What follows belongs to an exercise in optimizing a design on an open flow for small area; a production flow would make more cautious choices. The RTL was checked by simulation tests, not by an equivalence proof against the original design. Power and IR drop assume default switching activity.

===== run.sh =====
#!/bin/bash
# synth_recipe.tcl (not shown) runs the flow's synth.tcl, then flattens the netlist and writes it again
# the make line also repeats each setting of config.mk as NAME=value (left out here)
make -C /OpenROAD-flow-scripts/flow DESIGN_CONFIG=/design/flow/config.mk WORK_HOME=/design/flow/orfs CLKGATE_MAP_FILE= SYNTH_SCRIPT=/design/flow/synth_recipe.tcl finish

===== config.mk =====
export PLATFORM = sky130hd
export DESIGN_NAME = decode_stage
export DESIGN_NICKNAME = decode_stage
export VERILOG_FILES = /design/flow/design.v
export SDC_FILE = /design/flow/constraint.sdc
export NUM_CORES = 4
export LEC_CHECK = 0
export CAP_MARGIN = 20
export CORE_AREA = 5 5 295 295
export DIE_AREA = 0 0 300 300
export SLEW_MARGIN = 20

===== constraint.sdc =====
create_clock -name core_clock -period 12.0 [get_ports {clk_i}]
set_input_delay 2.4000 -clock core_clock [delete_from_list [all_inputs] [get_ports {clk_i}]]
set_output_delay 2.4000 -clock core_clock [all_outputs]
set_load 0.01 [all_outputs]

===== design.v =====
package rv64_isa_pkg;
  typedef logic [63:0] xlen_t;
  typedef logic [31:0] inst_t;
  typedef logic [4:0]  reg_addr_t;
  typedef logic [6:0]  opcode_t;
  typedef logic [2:0]  funct3_t;
  typedef logic [6:0]  funct7_t;
  typedef logic [2:0]  imm_fmt_t;
  localparam opcode_t OP_IMM    = 7'b0010011;
  localparam opcode_t OP_IMM_32 = 7'b0011011;
  localparam opcode_t LOAD      = 7'b0000011;
  localparam opcode_t STORE     = 7'b0100011;
  localparam opcode_t LUI       = 7'b0110111;
  localparam opcode_t AUIPC     = 7'b0010111;
  localparam opcode_t OP        = 7'b0110011;
  localparam opcode_t OP_32     = 7'b0111011;
  localparam opcode_t JAL       = 7'b1101111;
  localparam opcode_t JALR      = 7'b1100111;
  localparam opcode_t BRANCH    = 7'b1100011;
  localparam funct7_t F7_BASE = 7'b0000000;
  localparam funct7_t F7_ALT  = 7'b0100000;
  localparam funct3_t F3_ADD_SUB = 3'b000;
  localparam funct3_t F3_SLL     = 3'b001;
  localparam funct3_t F3_SLT     = 3'b010;
  localparam funct3_t F3_SLTU    = 3'b011;
  localparam funct3_t F3_XOR     = 3'b100;
  localparam funct3_t F3_SRL_SRA = 3'b101;
  localparam funct3_t F3_OR      = 3'b110;
  localparam funct3_t F3_AND     = 3'b111;
  localparam funct3_t F3_BEQ  = 3'b000;
  localparam funct3_t F3_BNE  = 3'b001;
  localparam funct3_t F3_BLT  = 3'b100;
  localparam funct3_t F3_BGE  = 3'b101;
  localparam funct3_t F3_BLTU = 3'b110;
  localparam funct3_t F3_BGEU = 3'b111;
  localparam imm_fmt_t IMM_NONE = 3'd0;
  localparam imm_fmt_t IMM_I    = 3'd1;
  localparam imm_fmt_t IMM_U    = 3'd2;
  localparam imm_fmt_t IMM_J    = 3'd3;
  localparam imm_fmt_t IMM_B    = 3'd4;
  localparam imm_fmt_t IMM_S    = 3'd5;
endpackage
package exec_ctrl_pkg;
  typedef logic [7:0] alu_op_t;
  typedef logic [2:0] alu_sel_t;
  typedef logic [7:0] mem_mask_t;
  typedef logic [1:0] fwd_sel_t;
  typedef logic [1:0] redir_kind_t;
  localparam alu_op_t ALU_NONE = 8'd0;
  localparam alu_op_t ALU_OR   = 8'd1;
  localparam alu_op_t ALU_XOR  = 8'd2;
  localparam alu_op_t ALU_AND  = 8'd3;
  localparam alu_op_t ALU_SLL  = 8'd4;
  localparam alu_op_t ALU_SRL  = 8'd5;
  localparam alu_op_t ALU_ADD  = 8'd6;
  localparam alu_op_t ALU_SUB  = 8'd7;
  localparam alu_op_t ALU_SRA  = 8'd8;
  localparam alu_op_t ALU_SLT  = 8'd9;
  localparam alu_op_t ALU_SLTU = 8'd10;
  localparam alu_op_t ALU_SRLW = 8'd11;
  localparam alu_op_t ALU_SUBW = 8'd12;
  localparam alu_op_t ALU_ADDW = 8'd13;
  localparam alu_op_t ALU_SLLW = 8'd14;
  localparam alu_op_t ALU_SRAW = 8'd15;
  localparam alu_sel_t SEL_NONE    = 3'd0;
  localparam alu_sel_t SEL_LOGIC   = 3'd1;
  localparam alu_sel_t SEL_SHIFT   = 3'd2;
  localparam alu_sel_t SEL_COMPARE = 3'd3;
  localparam alu_sel_t SEL_ARITH   = 3'd4;
  localparam mem_mask_t MASK_BYTE   = 8'h01;
  localparam mem_mask_t MASK_HALF   = 8'h03;
  localparam mem_mask_t MASK_WORD   = 8'h0f;
  localparam mem_mask_t MASK_DOUBLE = 8'hff;
  localparam fwd_sel_t FWD_REGFILE = 2'd0;
  localparam fwd_sel_t FWD_EX      = 2'd1;
  localparam fwd_sel_t FWD_WB      = 2'd2;
  localparam fwd_sel_t FWD_MEM     = 2'd3;
  localparam redir_kind_t REDIR_NONE   = 2'd0;
  localparam redir_kind_t REDIR_SEQ    = 2'd1;
  localparam redir_kind_t REDIR_JALR   = 2'd2;
  localparam redir_kind_t REDIR_TARGET = 2'd3;
endpackage
`timescale 1ns/100ps
module inst_decoder
(
  input  rv64_isa_pkg::inst_t     inst_i,
  output rv64_isa_pkg::reg_addr_t rs1_addr_o,
  output rv64_isa_pkg::reg_addr_t rs2_addr_o,
  output rv64_isa_pkg::reg_addr_t wb_addr_o,
  output logic      rs1_en_o,
  output logic      rs2_en_o,
  output logic      wb_en_o,
  output logic      rs1_is_pc_o,
  output logic      rs2_is_imm_o,
  output logic      link_o,
  output logic      is_jalr_o,
  output rv64_isa_pkg::funct3_t   br_funct3_o,
  output logic      is_branch_o,
  output exec_ctrl_pkg::alu_op_t   alu_op_o,
  output exec_ctrl_pkg::alu_sel_t  alu_sel_o,
  output logic      mem_r_en_o,
  output logic      mem_w_en_o,
  output logic      mem_signed_o,
  output exec_ctrl_pkg::mem_mask_t mem_mask_o,
  output rv64_isa_pkg::imm_fmt_t  imm_fmt_o
);
  rv64_isa_pkg::opcode_t opcode;
  rv64_isa_pkg::funct3_t funct3;
  rv64_isa_pkg::funct7_t funct7;
  logic    load, i_cls, u_cls, r_cls, b_cls, s_cls, jal, jalr;
  logic    r_sub;
  assign opcode = inst_i[6:0];
  assign funct3 = inst_i[14:12];
  assign funct7 = inst_i[31:25];
  assign load  = (opcode == rv64_isa_pkg::LOAD);
  assign i_cls = (opcode == rv64_isa_pkg::OP_IMM) || (opcode == rv64_isa_pkg::OP_IMM_32) || load;
  assign u_cls = (opcode == rv64_isa_pkg::LUI) || (opcode == rv64_isa_pkg::AUIPC);
  assign r_cls = (opcode == rv64_isa_pkg::OP) || (opcode == rv64_isa_pkg::OP_32);
  assign b_cls = (opcode == rv64_isa_pkg::BRANCH);
  assign s_cls = (opcode == rv64_isa_pkg::STORE);
  assign jal   = (opcode == rv64_isa_pkg::JAL);
  assign jalr  = (opcode == rv64_isa_pkg::JALR);
  assign r_sub = r_cls && (funct7 == rv64_isa_pkg::F7_ALT);
  assign wb_en_o  = i_cls || u_cls || r_cls || jal || jalr;
  assign rs1_en_o = i_cls || r_cls || b_cls || s_cls || jalr;
  assign rs2_en_o = r_cls || b_cls || s_cls;
  assign wb_addr_o  = wb_en_o ? inst_i[11:7] : '0;
  assign rs1_addr_o = rs1_en_o ? inst_i[19:15] : '0;
  assign rs2_addr_o = rs2_en_o ? inst_i[24:20] : '0;
  assign rs1_is_pc_o  = jal || jalr || (opcode == rv64_isa_pkg::AUIPC);
  assign rs2_is_imm_o = i_cls || u_cls || s_cls;
  assign link_o       = jal || jalr;
  assign is_jalr_o    = jalr;
  assign is_branch_o  = b_cls;
  assign br_funct3_o  = funct3;
  always_comb begin
    if (i_cls || jalr) imm_fmt_o = rv64_isa_pkg::IMM_I;
    else if (u_cls) imm_fmt_o = rv64_isa_pkg::IMM_U;
    else if (jal) imm_fmt_o = rv64_isa_pkg::IMM_J;
    else if (b_cls) imm_fmt_o = rv64_isa_pkg::IMM_B;
    else if (s_cls) imm_fmt_o = rv64_isa_pkg::IMM_S;
    else imm_fmt_o = rv64_isa_pkg::IMM_NONE;
  end
  always_comb begin
    alu_op_o = exec_ctrl_pkg::ALU_NONE;
    case (opcode)
      rv64_isa_pkg::OP_IMM, rv64_isa_pkg::OP: begin
        case (funct3)
          rv64_isa_pkg::F3_ADD_SUB: alu_op_o = r_sub ? exec_ctrl_pkg::ALU_SUB : exec_ctrl_pkg::ALU_ADD;
          rv64_isa_pkg::F3_SLL:     alu_op_o = exec_ctrl_pkg::ALU_SLL;
          rv64_isa_pkg::F3_SLT:     alu_op_o = exec_ctrl_pkg::ALU_SLT;
          rv64_isa_pkg::F3_SLTU:    alu_op_o = exec_ctrl_pkg::ALU_SLTU;
          rv64_isa_pkg::F3_XOR:     alu_op_o = exec_ctrl_pkg::ALU_XOR;
          rv64_isa_pkg::F3_SRL_SRA: alu_op_o = inst_i[30] ? exec_ctrl_pkg::ALU_SRA : exec_ctrl_pkg::ALU_SRL;
          rv64_isa_pkg::F3_OR:      alu_op_o = exec_ctrl_pkg::ALU_OR;
          rv64_isa_pkg::F3_AND:     alu_op_o = exec_ctrl_pkg::ALU_AND;
        endcase
      end
      rv64_isa_pkg::OP_IMM_32, rv64_isa_pkg::OP_32: begin
        case (funct3)
          rv64_isa_pkg::F3_ADD_SUB: alu_op_o = r_sub ? exec_ctrl_pkg::ALU_SUBW : exec_ctrl_pkg::ALU_ADDW;
          rv64_isa_pkg::F3_SLL:     alu_op_o = exec_ctrl_pkg::ALU_SLLW;
          rv64_isa_pkg::F3_SRL_SRA: alu_op_o = inst_i[30] ? exec_ctrl_pkg::ALU_SRAW : exec_ctrl_pkg::ALU_SRLW;
          default:    alu_op_o = exec_ctrl_pkg::ALU_NONE;
        endcase
      end
      rv64_isa_pkg::LUI:                           alu_op_o = exec_ctrl_pkg::ALU_OR;
      rv64_isa_pkg::LOAD, rv64_isa_pkg::STORE, rv64_isa_pkg::AUIPC, rv64_isa_pkg::JAL, rv64_isa_pkg::JALR: alu_op_o = exec_ctrl_pkg::ALU_ADD;
      default:                       alu_op_o = exec_ctrl_pkg::ALU_NONE;
    endcase
    if (r_cls && (funct7 != rv64_isa_pkg::F7_BASE) && (funct7 != rv64_isa_pkg::F7_ALT)) alu_op_o = exec_ctrl_pkg::ALU_NONE;
  end
  always_comb begin
    case (alu_op_o)
      exec_ctrl_pkg::ALU_OR, exec_ctrl_pkg::ALU_XOR, exec_ctrl_pkg::ALU_AND:                          alu_sel_o = exec_ctrl_pkg::SEL_LOGIC;
      exec_ctrl_pkg::ALU_SLL, exec_ctrl_pkg::ALU_SRL, exec_ctrl_pkg::ALU_SRA, exec_ctrl_pkg::ALU_SLLW, exec_ctrl_pkg::ALU_SRLW, exec_ctrl_pkg::ALU_SRAW: alu_sel_o = exec_ctrl_pkg::SEL_SHIFT;
      exec_ctrl_pkg::ALU_SLT, exec_ctrl_pkg::ALU_SLTU:                                 alu_sel_o = exec_ctrl_pkg::SEL_COMPARE;
      exec_ctrl_pkg::ALU_ADD, exec_ctrl_pkg::ALU_SUB, exec_ctrl_pkg::ALU_ADDW, exec_ctrl_pkg::ALU_SUBW:              alu_sel_o = exec_ctrl_pkg::SEL_ARITH;
      default:                                           alu_sel_o = exec_ctrl_pkg::SEL_NONE;
    endcase
  end
  assign mem_r_en_o   = load;
  assign mem_w_en_o   = s_cls;
  assign mem_signed_o = !(load && funct3[2]);
  always_comb begin
    mem_mask_o = '0;
    if (load || s_cls) begin
      case (funct3[1:0])
        2'b00: mem_mask_o = exec_ctrl_pkg::MASK_BYTE;
        2'b01: mem_mask_o = exec_ctrl_pkg::MASK_HALF;
        2'b10: mem_mask_o = exec_ctrl_pkg::MASK_WORD;
        2'b11: mem_mask_o = exec_ctrl_pkg::MASK_DOUBLE;
      endcase
    end
  end
endmodule
`timescale 1ns/100ps
module imm_gen
(
  input  rv64_isa_pkg::inst_t    inst_i,
  input  rv64_isa_pkg::imm_fmt_t imm_fmt_i,
  output rv64_isa_pkg::xlen_t    imm_o,
  output rv64_isa_pkg::xlen_t    b_imm_o,
  output rv64_isa_pkg::xlen_t    i_imm_o
);
  rv64_isa_pkg::xlen_t i_imm, u_imm, j_imm, b_imm, s_imm;
  assign i_imm = {{52{inst_i[31]}}, inst_i[31:20]};
  assign u_imm = {{32{inst_i[31]}}, inst_i[31:12], 12'b0};
  assign j_imm = {{44{inst_i[31]}}, inst_i[19:12], inst_i[20], inst_i[30:21], 1'b0};
  assign b_imm = {{52{inst_i[31]}}, inst_i[7], inst_i[30:25], inst_i[11:8], 1'b0};
  assign s_imm = {{52{inst_i[31]}}, inst_i[31:25], inst_i[11:7]};
  always_comb begin
    case (imm_fmt_i)
      rv64_isa_pkg::IMM_I:   imm_o = i_imm;
      rv64_isa_pkg::IMM_U:   imm_o = u_imm;
      rv64_isa_pkg::IMM_J:   imm_o = j_imm;
      rv64_isa_pkg::IMM_B:   imm_o = b_imm;
      rv64_isa_pkg::IMM_S:   imm_o = s_imm;
      default: imm_o = '0;
    endcase
  end
  assign i_imm_o = i_imm;
  assign b_imm_o = b_imm;
endmodule
`timescale 1ns/100ps
module operand_forward
(
  input  rv64_isa_pkg::xlen_t    regfile_data_i,
  input  rv64_isa_pkg::xlen_t    ex_data_i,
  input  rv64_isa_pkg::xlen_t    mem_data_i,
  input  rv64_isa_pkg::xlen_t    wb_data_i,
  input  rv64_isa_pkg::xlen_t    load_data_i,
  input  exec_ctrl_pkg::fwd_sel_t fwd_sel_i,
  input  logic     load_fwd_i,
  output rv64_isa_pkg::xlen_t    operand_o
);
  always_comb begin
    if (load_fwd_i) begin
      operand_o = load_data_i;
    end else begin
      case (fwd_sel_i)
        exec_ctrl_pkg::FWD_MEM:     operand_o = mem_data_i;
        exec_ctrl_pkg::FWD_EX:      operand_o = ex_data_i;
        exec_ctrl_pkg::FWD_WB:      operand_o = wb_data_i;
        exec_ctrl_pkg::FWD_REGFILE: operand_o = regfile_data_i;
      endcase
    end
  end
endmodule
`timescale 1ns/100ps
module branch_resolve
(
  input  rv64_isa_pkg::xlen_t   pc_i,
  input  rv64_isa_pkg::xlen_t   rs1_val_i,
  input  rv64_isa_pkg::xlen_t   rs2_val_i,
  input  rv64_isa_pkg::xlen_t   i_imm_i,
  input  rv64_isa_pkg::xlen_t   b_imm_i,
  input  rv64_isa_pkg::funct3_t br_funct3_i,
  input  logic    is_branch_i,
  input  logic    is_jalr_i,
  input  logic    predict_taken_i,
  output logic    redirect_o,
  output rv64_isa_pkg::xlen_t   redirect_pc_o
);
  logic        taken;
  exec_ctrl_pkg::redir_kind_t kind;
  always_comb begin
    taken = 1'b0;
    if (is_branch_i) begin
      case (br_funct3_i)
        rv64_isa_pkg::F3_BEQ:  taken = (rs1_val_i == rs2_val_i);
        rv64_isa_pkg::F3_BNE:  taken = (rs1_val_i != rs2_val_i);
        rv64_isa_pkg::F3_BLT:  taken = ($signed(rs1_val_i) < $signed(rs2_val_i));
        rv64_isa_pkg::F3_BGE:  taken = ($signed(rs1_val_i) >= $signed(rs2_val_i));
        rv64_isa_pkg::F3_BLTU: taken = (rs1_val_i < rs2_val_i);
        rv64_isa_pkg::F3_BGEU: taken = (rs1_val_i >= rs2_val_i);
        default: taken = 1'b0;
      endcase
    end
  end
  always_comb begin
    if (is_jalr_i) kind = exec_ctrl_pkg::REDIR_JALR;
    else if (predict_taken_i && !taken) kind = exec_ctrl_pkg::REDIR_SEQ;
    else if (!predict_taken_i && taken) kind = exec_ctrl_pkg::REDIR_TARGET;
    else kind = exec_ctrl_pkg::REDIR_NONE;
  end
  assign redirect_o = (kind != exec_ctrl_pkg::REDIR_NONE);
  always_comb begin
    case (kind)
      exec_ctrl_pkg::REDIR_SEQ:    redirect_pc_o = pc_i + 64'd4;
      exec_ctrl_pkg::REDIR_JALR:   redirect_pc_o = (rs1_val_i + i_imm_i) & ~64'd1;
      exec_ctrl_pkg::REDIR_TARGET: redirect_pc_o = pc_i + b_imm_i;
      exec_ctrl_pkg::REDIR_NONE:   redirect_pc_o = '0;
    endcase
  end
endmodule
`timescale 1ns/100ps
module ex_operand_latch
(
  input  logic      clk_i,
  input  logic      reset_i,
  input  rv64_isa_pkg::xlen_t     pc_i,
  input  rv64_isa_pkg::xlen_t     rs1_val_i,
  input  rv64_isa_pkg::xlen_t     rs2_val_i,
  input  rv64_isa_pkg::xlen_t     imm_i,
  input  logic      rs1_en_i,
  input  logic      rs2_en_i,
  input  logic      rs1_is_pc_i,
  input  logic      rs2_is_imm_i,
  input  logic      link_i,
  input  exec_ctrl_pkg::alu_op_t   alu_op_i,
  input  exec_ctrl_pkg::alu_sel_t  alu_sel_i,
  input  rv64_isa_pkg::reg_addr_t wb_addr_i,
  input  logic      wb_en_i,
  input  logic      mem_r_en_i,
  input  logic      mem_w_en_i,
  input  exec_ctrl_pkg::mem_mask_t mem_mask_i,
  input  logic      mem_signed_i,
  output exec_ctrl_pkg::alu_op_t   ex_alu_op_o,
  output exec_ctrl_pkg::alu_sel_t  ex_alu_sel_o,
  output rv64_isa_pkg::xlen_t     ex_rs1_data_o,
  output rv64_isa_pkg::xlen_t     ex_rs2_data_o,
  output rv64_isa_pkg::xlen_t     ex_pc_o,
  output rv64_isa_pkg::reg_addr_t ex_wb_addr_o,
  output logic      ex_wb_en_o,
  output logic      ex_mem_r_en_o,
  output logic      ex_mem_w_en_o,
  output exec_ctrl_pkg::mem_mask_t ex_mem_mask_o,
  output logic      ex_mem_signed_o,
  output rv64_isa_pkg::xlen_t     ex_store_data_o
);
  rv64_isa_pkg::xlen_t op1, op2, store_data;
  always_comb begin
    if (rs1_en_i && !link_i) op1 = rs1_val_i;
    else if (rs1_is_pc_i) op1 = pc_i;
    else op1 = '0;
  end
  always_comb begin
    if (rs2_is_imm_i) op2 = imm_i;
    else if (rs2_en_i) op2 = rs2_val_i;
    else if (link_i) op2 = 64'd4;
    else op2 = '0;
  end
  always_comb begin
    store_data = '0;
    if (mem_w_en_i) begin
      case (mem_mask_i)
        exec_ctrl_pkg::MASK_BYTE:   store_data = {56'b0, rs2_val_i[7:0]};
        exec_ctrl_pkg::MASK_HALF:   store_data = {48'b0, rs2_val_i[15:0]};
        exec_ctrl_pkg::MASK_WORD:   store_data = {32'b0, rs2_val_i[31:0]};
        exec_ctrl_pkg::MASK_DOUBLE: store_data = rs2_val_i;
        default:     store_data = '0;
      endcase
    end
  end
  always_ff @(posedge clk_i) begin
    if (reset_i) begin
      ex_alu_op_o     <= exec_ctrl_pkg::ALU_NONE;
      ex_alu_sel_o    <= exec_ctrl_pkg::SEL_NONE;
      ex_rs1_data_o   <= '0;
      ex_rs2_data_o   <= '0;
      ex_pc_o         <= '0;
      ex_wb_addr_o    <= '0;
      ex_wb_en_o      <= 1'b0;
      ex_mem_r_en_o   <= 1'b0;
      ex_mem_w_en_o   <= 1'b0;
      ex_mem_mask_o   <= '0;
      ex_mem_signed_o <= 1'b0;
      ex_store_data_o <= '0;
    end else begin
      ex_alu_op_o     <= alu_op_i;
      ex_alu_sel_o    <= alu_sel_i;
      ex_rs1_data_o   <= op1;
      ex_rs2_data_o   <= op2;
      ex_pc_o         <= pc_i;
      ex_wb_addr_o    <= wb_addr_i;
      ex_wb_en_o      <= wb_en_i;
      ex_mem_r_en_o   <= mem_r_en_i;
      ex_mem_w_en_o   <= mem_w_en_i;
      ex_mem_mask_o   <= mem_mask_i;
      ex_mem_signed_o <= mem_signed_i;
      ex_store_data_o <= store_data;
    end
  end
endmodule
`timescale 1ns/100ps
module decode_stage
(
  input  logic      clk_i,
  input  logic      reset_i,
  input  rv64_isa_pkg::xlen_t     pc_i,
  input  rv64_isa_pkg::inst_t     inst_i,
  input  logic      predict_taken_i,
  input  rv64_isa_pkg::xlen_t     rs1_data_i,
  input  rv64_isa_pkg::xlen_t     rs2_data_i,
  input  rv64_isa_pkg::xlen_t     ex_data_i,
  input  rv64_isa_pkg::xlen_t     mem_data_i,
  input  rv64_isa_pkg::xlen_t     wb_data_i,
  input  rv64_isa_pkg::xlen_t     load_data_i,
  input  exec_ctrl_pkg::fwd_sel_t  rs1_fwd_sel_i,
  input  exec_ctrl_pkg::fwd_sel_t  rs2_fwd_sel_i,
  input  logic      rs1_load_fwd_i,
  input  logic      rs2_load_fwd_i,
  output rv64_isa_pkg::reg_addr_t rs1_addr_o,
  output rv64_isa_pkg::reg_addr_t rs2_addr_o,
  output logic      rs1_r_en_o,
  output logic      rs2_r_en_o,
  output logic      redirect_o,
  output rv64_isa_pkg::xlen_t     redirect_pc_o,
  output exec_ctrl_pkg::alu_op_t   ex_alu_op_o,
  output exec_ctrl_pkg::alu_sel_t  ex_alu_sel_o,
  output rv64_isa_pkg::xlen_t     ex_rs1_data_o,
  output rv64_isa_pkg::xlen_t     ex_rs2_data_o,
  output rv64_isa_pkg::xlen_t     ex_pc_o,
  output rv64_isa_pkg::reg_addr_t ex_wb_addr_o,
  output logic      ex_wb_en_o,
  output logic      ex_mem_r_en_o,
  output logic      ex_mem_w_en_o,
  output exec_ctrl_pkg::mem_mask_t ex_mem_mask_o,
  output logic      ex_mem_signed_o,
  output rv64_isa_pkg::xlen_t     ex_store_data_o
);
  rv64_isa_pkg::reg_addr_t wb_addr;
  rv64_isa_pkg::funct3_t   br_funct3;
  exec_ctrl_pkg::alu_op_t   alu_op;
  exec_ctrl_pkg::alu_sel_t  alu_sel;
  exec_ctrl_pkg::mem_mask_t mem_mask;
  rv64_isa_pkg::imm_fmt_t  imm_fmt;
  rv64_isa_pkg::xlen_t     imm, i_imm, b_imm, rs1_val, rs2_val;
  logic      wb_en, rs1_is_pc, rs2_is_imm, link, is_jalr, is_branch;
  logic      mem_r_en, mem_w_en, mem_signed;
  inst_decoder i_inst_decoder (
    .inst_i,
    .rs1_addr_o,      .rs2_addr_o,         .wb_addr_o   (wb_addr),
    .rs1_en_o    (rs1_r_en_o), .rs2_en_o   (rs2_r_en_o), .wb_en_o (wb_en),
    .rs1_is_pc_o (rs1_is_pc),  .rs2_is_imm_o (rs2_is_imm), .link_o (link),
    .is_jalr_o   (is_jalr),    .br_funct3_o (br_funct3),  .is_branch_o (is_branch),
    .alu_op_o    (alu_op),     .alu_sel_o   (alu_sel),
    .mem_r_en_o  (mem_r_en),   .mem_w_en_o  (mem_w_en),   .mem_signed_o (mem_signed),
    .mem_mask_o  (mem_mask),   .imm_fmt_o   (imm_fmt)
  );
  imm_gen i_imm_gen (
    .inst_i,
    .imm_fmt_i (imm_fmt),
    .imm_o     (imm),
    .b_imm_o   (b_imm),
    .i_imm_o   (i_imm)
  );
  operand_forward i_rs1_forward (
    .regfile_data_i (rs1_data_i),
    .ex_data_i, .mem_data_i, .wb_data_i, .load_data_i,
    .fwd_sel_i      (rs1_fwd_sel_i),
    .load_fwd_i     (rs1_load_fwd_i),
    .operand_o      (rs1_val)
  );
  operand_forward i_rs2_forward (
    .regfile_data_i (rs2_data_i),
    .ex_data_i, .mem_data_i, .wb_data_i, .load_data_i,
    .fwd_sel_i      (rs2_fwd_sel_i),
    .load_fwd_i     (rs2_load_fwd_i),
    .operand_o      (rs2_val)
  );
  branch_resolve i_branch_resolve (
    .pc_i,
    .rs1_val_i   (rs1_val),   .rs2_val_i   (rs2_val),
    .i_imm_i     (i_imm),     .b_imm_i     (b_imm),
    .br_funct3_i (br_funct3), .is_branch_i (is_branch), .is_jalr_i (is_jalr),
    .predict_taken_i,
    .redirect_o,
    .redirect_pc_o
  );
  ex_operand_latch i_ex_operand_latch (
    .clk_i, .reset_i, .pc_i,
    .rs1_val_i    (rs1_val),    .rs2_val_i    (rs2_val),    .imm_i  (imm),
    .rs1_en_i     (rs1_r_en_o), .rs2_en_i     (rs2_r_en_o),
    .rs1_is_pc_i  (rs1_is_pc),  .rs2_is_imm_i (rs2_is_imm), .link_i (link),
    .alu_op_i     (alu_op),     .alu_sel_i    (alu_sel),
    .wb_addr_i    (wb_addr),    .wb_en_i      (wb_en),
    .mem_r_en_i   (mem_r_en),   .mem_w_en_i   (mem_w_en),
    .mem_mask_i   (mem_mask),   .mem_signed_i (mem_signed),
    .ex_alu_op_o, .ex_alu_sel_o, .ex_rs1_data_o, .ex_rs2_data_o, .ex_pc_o,
    .ex_wb_addr_o, .ex_wb_en_o, .ex_mem_r_en_o, .ex_mem_w_en_o,
    .ex_mem_mask_o, .ex_mem_signed_o, .ex_store_data_o
  );
endmodule

==> results.yml <==
detailed_routing:
  remaining_drc_errors: 0
  wl_met1_mm: 61.0
  dr_wl_met3_mm: 13.7
  num_vias: 27300
  firstDrtPassIters: 5
  drtIter0Drc: 2852
  highest_layer: "met5"
  routedWlPerCell_um: 30.9
  ant_nets: 0
  vias_per_cell: 5.77
  routed_wl_mm: 146
  wl_met2_mm: 66.6
floorplan:
  initial_core_util_pct: 29.0
  die-area_mm2: 0.0900
  ios: 850
  row_count: 106
  fp.coreArea_mm2: 0.0836
  die_h_um: 300
  die_width_um: 300
hold_path:
  whs_path_depth: 2
  hold_path.startpoint: "reset_i"
  min_to: "i_ex_operand_latch.ex_pc_o[7]$_SDFF_PP0_"
  min_path_type: "primary input to register"
timing:
  tightestPinTransition_ns: 0.924
  timing.final.crit_share_pct: 96.7
  finalHoldViolations: 0
  whs_ns: 2.35
  slew_headroom_pct: 38.4
  fmax_ghz: 0.0861
  finalSetupViolations: 0
  fin_crit_ns: 11.61
  rsz0062_at_grt: "no"
  slew_violations: 0
place:
  place_area_mm2: 0.0340
  dp_cells: 4630
  io_buffers: 845
  hpwlAfterDp_mm: 120
  place_congestion: 0.986
clocking:
  clockBufferDepth: 3
  cts_buffers: 36
  cts_hold_buf: 0
  clkTransAtPathRegs_ns: 0.06
  root_buffer: "clkbuf_16"
  cts.sinks: 276
  cts_tree: "done"
  htreeDepth: 2
logic_synthesis:
  synthCells: 2815
  synthFlopType: "dfxtp_1"
  synth-edff-count: 0
  synthArstFlopShare_pct: 0
  netlist_area_mm2: 0.0243
  synth-seq-cells: 276
  seq_area_frac_synth_pct: 22.8
  yosys.cell_types.count: 101
  synth_area_per_cell_um2: 8.62
  yosysWarnings: 5
layout:
  fill_cells: 8284
  fin_nets: 4267
  post-route-cell-area_mm2: 0.0353
  drive_gt1_share_pct: 9.82
  final_common_cell: "clkdlybuf4s50_1"
  layout_common_cells: "clkdlybuf4s50_1 (834), a21oi_1 (288), dfxtp_1 (276)"
  fin_util_pct: 42.3
  stdcell_count: 4736
  area_growth_syn_to_layout_pct: 45.6
setup_path:
  end_kind: "output pin"
  critPathKind: "primary input to output pin"
  arrival_ns: 9.21
  crit_slowest_cell: "a2111oi_0"
  max_stage_delay_ns: 0.56
  path_max_fanout: 26
  worstPathCellList: "buf_4 > buf_12 > mux4_2 > mux2i_1 > ha_1 > a21o_1 > a21o_1 > a2111oi_0 > nor4_1 > o21a_1 > nor2_1 > o21ai_0 > or3_1 > mux2i_1 > a221oi_4 > buf_4 > ha_2 > or2_2 > buf_4 > or3_1 > o22ai_1 > a211o_1 > clkdlybuf4s50_1"
  startpoint_type: "primary input"
  required_ns: 9.60
  critical_path_buf_inv_count: 5
  path_common_cell: "buf_4"
  critPathTopFamily: "compound AO/OA/AOI/OAI gates"
global_route:
  grt_max_degree: 90
  grt_pass1_vias: 26600
  overflow: 0
  grtUsageTotal_pct: 30.6
  grt_pass1_wl_mm: 201
  antenna_found_initial: 56
pwr:
  leakage_nw: 13.7
  irDropWorstVdd_mv: 0.0862
  power_density_mw_per_mm2: 98.7
flow_run:
  drv_cap: 0
run_status:
  outcome: "finished clean"
[logic make-up after synthesis]
kind of cell               after synthesis  synth area share, %
AOI/OAI and AO/OA                      813                 22.1
xor gates and xnor gates               177                 6.39
adders and majority gates              192                 9.92
buffers and inverters                  231                 3.80
DFF                                    276                 22.8
muxes                                  248                 17.0
other                                    1               0.0155
and+or+nand+nor                        877                 18.0
[routing by layer]
metal	GRT usage [%]	up-vias
li1	-	12200
met1	41.1	13300
met2	49.0	1601
met3	7.11	260
met4	9.28	10
met5	0	-
[worst max-delay path by stage]
stage	from	to	depth (start not counted)
5_1_grt	rs2_fwd_sel_i[0]	redirect_pc_o[26]	25
6_report	rs2_fwd_sel_i[0]	redirect_pc_o[61]	23
3_5_place_dp	rs1_load_fwd_i	redirect_pc_o[26]	25
3_3_place_gp	rs1_load_fwd_i	redirect_pc_o[61]	23
2_1_floorplan	rs1_fwd_sel_i[1]	redirect_pc_o[15]	22
4_1_cts	rs1_load_fwd_i	redirect_pc_o[26]	25
[sequential cells by signal, indices dropped and copies added, names as in the netlist]
name and cells:
i_ex_operand_latch.ex_mem_w_en_o 1, i_ex_operand_latch.ex_mem_mask_o 4, i_ex_operand_latch.ex_mem_r_en_o 1, i_ex_operand_latch.ex_alu_sel_o 3
i_ex_operand_latch.ex_rs2_data_o 64, i_ex_operand_latch.ex_store_data_o 64, i_ex_operand_latch.ex_wb_addr_o 5, i_ex_operand_latch.ex_wb_en_o 1
i_ex_operand_latch.ex_mem_signed_o 1, i_ex_operand_latch.ex_rs1_data_o 64, i_ex_operand_latch.ex_pc_o 64, i_ex_operand_latch.ex_alu_op_o 4
[per-stage QoR]
stage | TNS, ns | setup WS, ns | power [mW]
after detailed placement | -2.14 | -0.246 | 2.32
after CTS | 0 | 0.0262 | 3.48
after global routing | 0 | 0.00675 | 3.62
after global placement | -1.77 | -0.235 | 2.33
final | 0 | 0.392 | 3.49
after floorplan | 0 | 1.71 | 1.71
[final cells by class]
class	instances	area (um^2)	share of cell area, %
clock inverters	19	225	0.638
repair buffers	905	9010	25.5
diodes	40	100	0.283
flip-flops and latches	276	5530	15.6
well taps	1080	1350	3.83
clock buffers	47	992	2.81
inverters	58	220	0.623
multi-input cells	2311	17900	50.7
[Yosys cell counts (9+ instances only)]
| master | n | area [um^2] |
|---|---|---|
| o21bai_1 | 31 | 233 |
| a21boi_0 | 9 | 67.6 |
| nand2b_1 | 14 | 87.6 |
| nor4_1 | 13 | 81.3 |
| or3_1 | 57 | 357 |
| o21a_1 | 17 | 128 |
| nand2_1 | 208 | 781 |
| xor2_1 | 74 | 648 |
| a21oi_1 | 291 | 1460 |
| xnor2_1 | 103 | 902 |
| a22o_1 | 64 | 561 |
| mux2i_1 | 73 | 731 |
| o21ai_0 | 105 | 526 |
| o22a_1 | 10 | 87.6 |
| a211oi_1 | 24 | 180 |
| mux4_2 | 126 | 2840 |
| o211ai_1 | 14 | 105 |
| nor2_1 | 237 | 890 |
| buf_1 | 20 | 75.1 |
| a22oi_1 | 10 | 75.1 |
| nor2b_1 | 81 | 507 |
| ha_1 | 189 | 2360 |
| nand3_1 | 62 | 310 |
| a31oi_1 | 20 | 125 |
| nand4_1 | 58 | 363 |
| clkbuf_1 | 135 | 507 |
| and2_1 | 31 | 194 |
| and3_1 | 30 | 188 |
| dfxtp_1 | 276 | 5530 |
| a21o_1 | 82 | 616 |
| and4_1 | 13 | 114 |
| inv_1 | 57 | 214 |
| a221oi_1 | 13 | 114 |
| o22ai_1 | 26 | 163 |
| nor3_1 | 40 | 200 |
| mux2_2 | 49 | 552 |
[timing repair]
action,CTS,global route
pin swaps,0,0
buffers inserted,0,0
gates resized for setup,1,4
setup endpoints to repair,18,34
[report_power, final]
group / switching [mW] / leakage (nW) / internal (mW) / total (mW)
Clock: 0.494 / 0.593 / 0.659 / 1.15
Sequential: 0.00516 / 2.24 / 0.935 / 0.940
Combinational: 0.794 / 10.8 / 0.601 / 1.39
Total: 1.29 / 13.7 / 2.19 / 3.49

## what the ideal ports hide
The results above use ideal ports. As a check the final layout listed here was re-extracted and re-timed, cells and wires unchanged.
Step 1, drivers: a clkbuf_16 drives clk_i and a buf_2 each remaining input, both assumed.
Step 2 adds t to the input delays and takes it off the output delays; t is the mean of the earliest and latest rising clock arrival at the registers after step 1. Input paths then give back, and output paths get back, about the clock's delay inside the block.
a / b / c = no drivers / after step 1 / after step 2; a / b = the first two.
t, ns: 0.631
setup slack, ns: 0.392 / 0.365 / 0.365
worst setup path after step 2: input to output
clock arrival spread, ns: 0.039 / 0.039
After both steps setup and hold are still met in this run. The setup slack of this run moves by -0.027 ns with the drivers and by -0.027 ns with both steps.
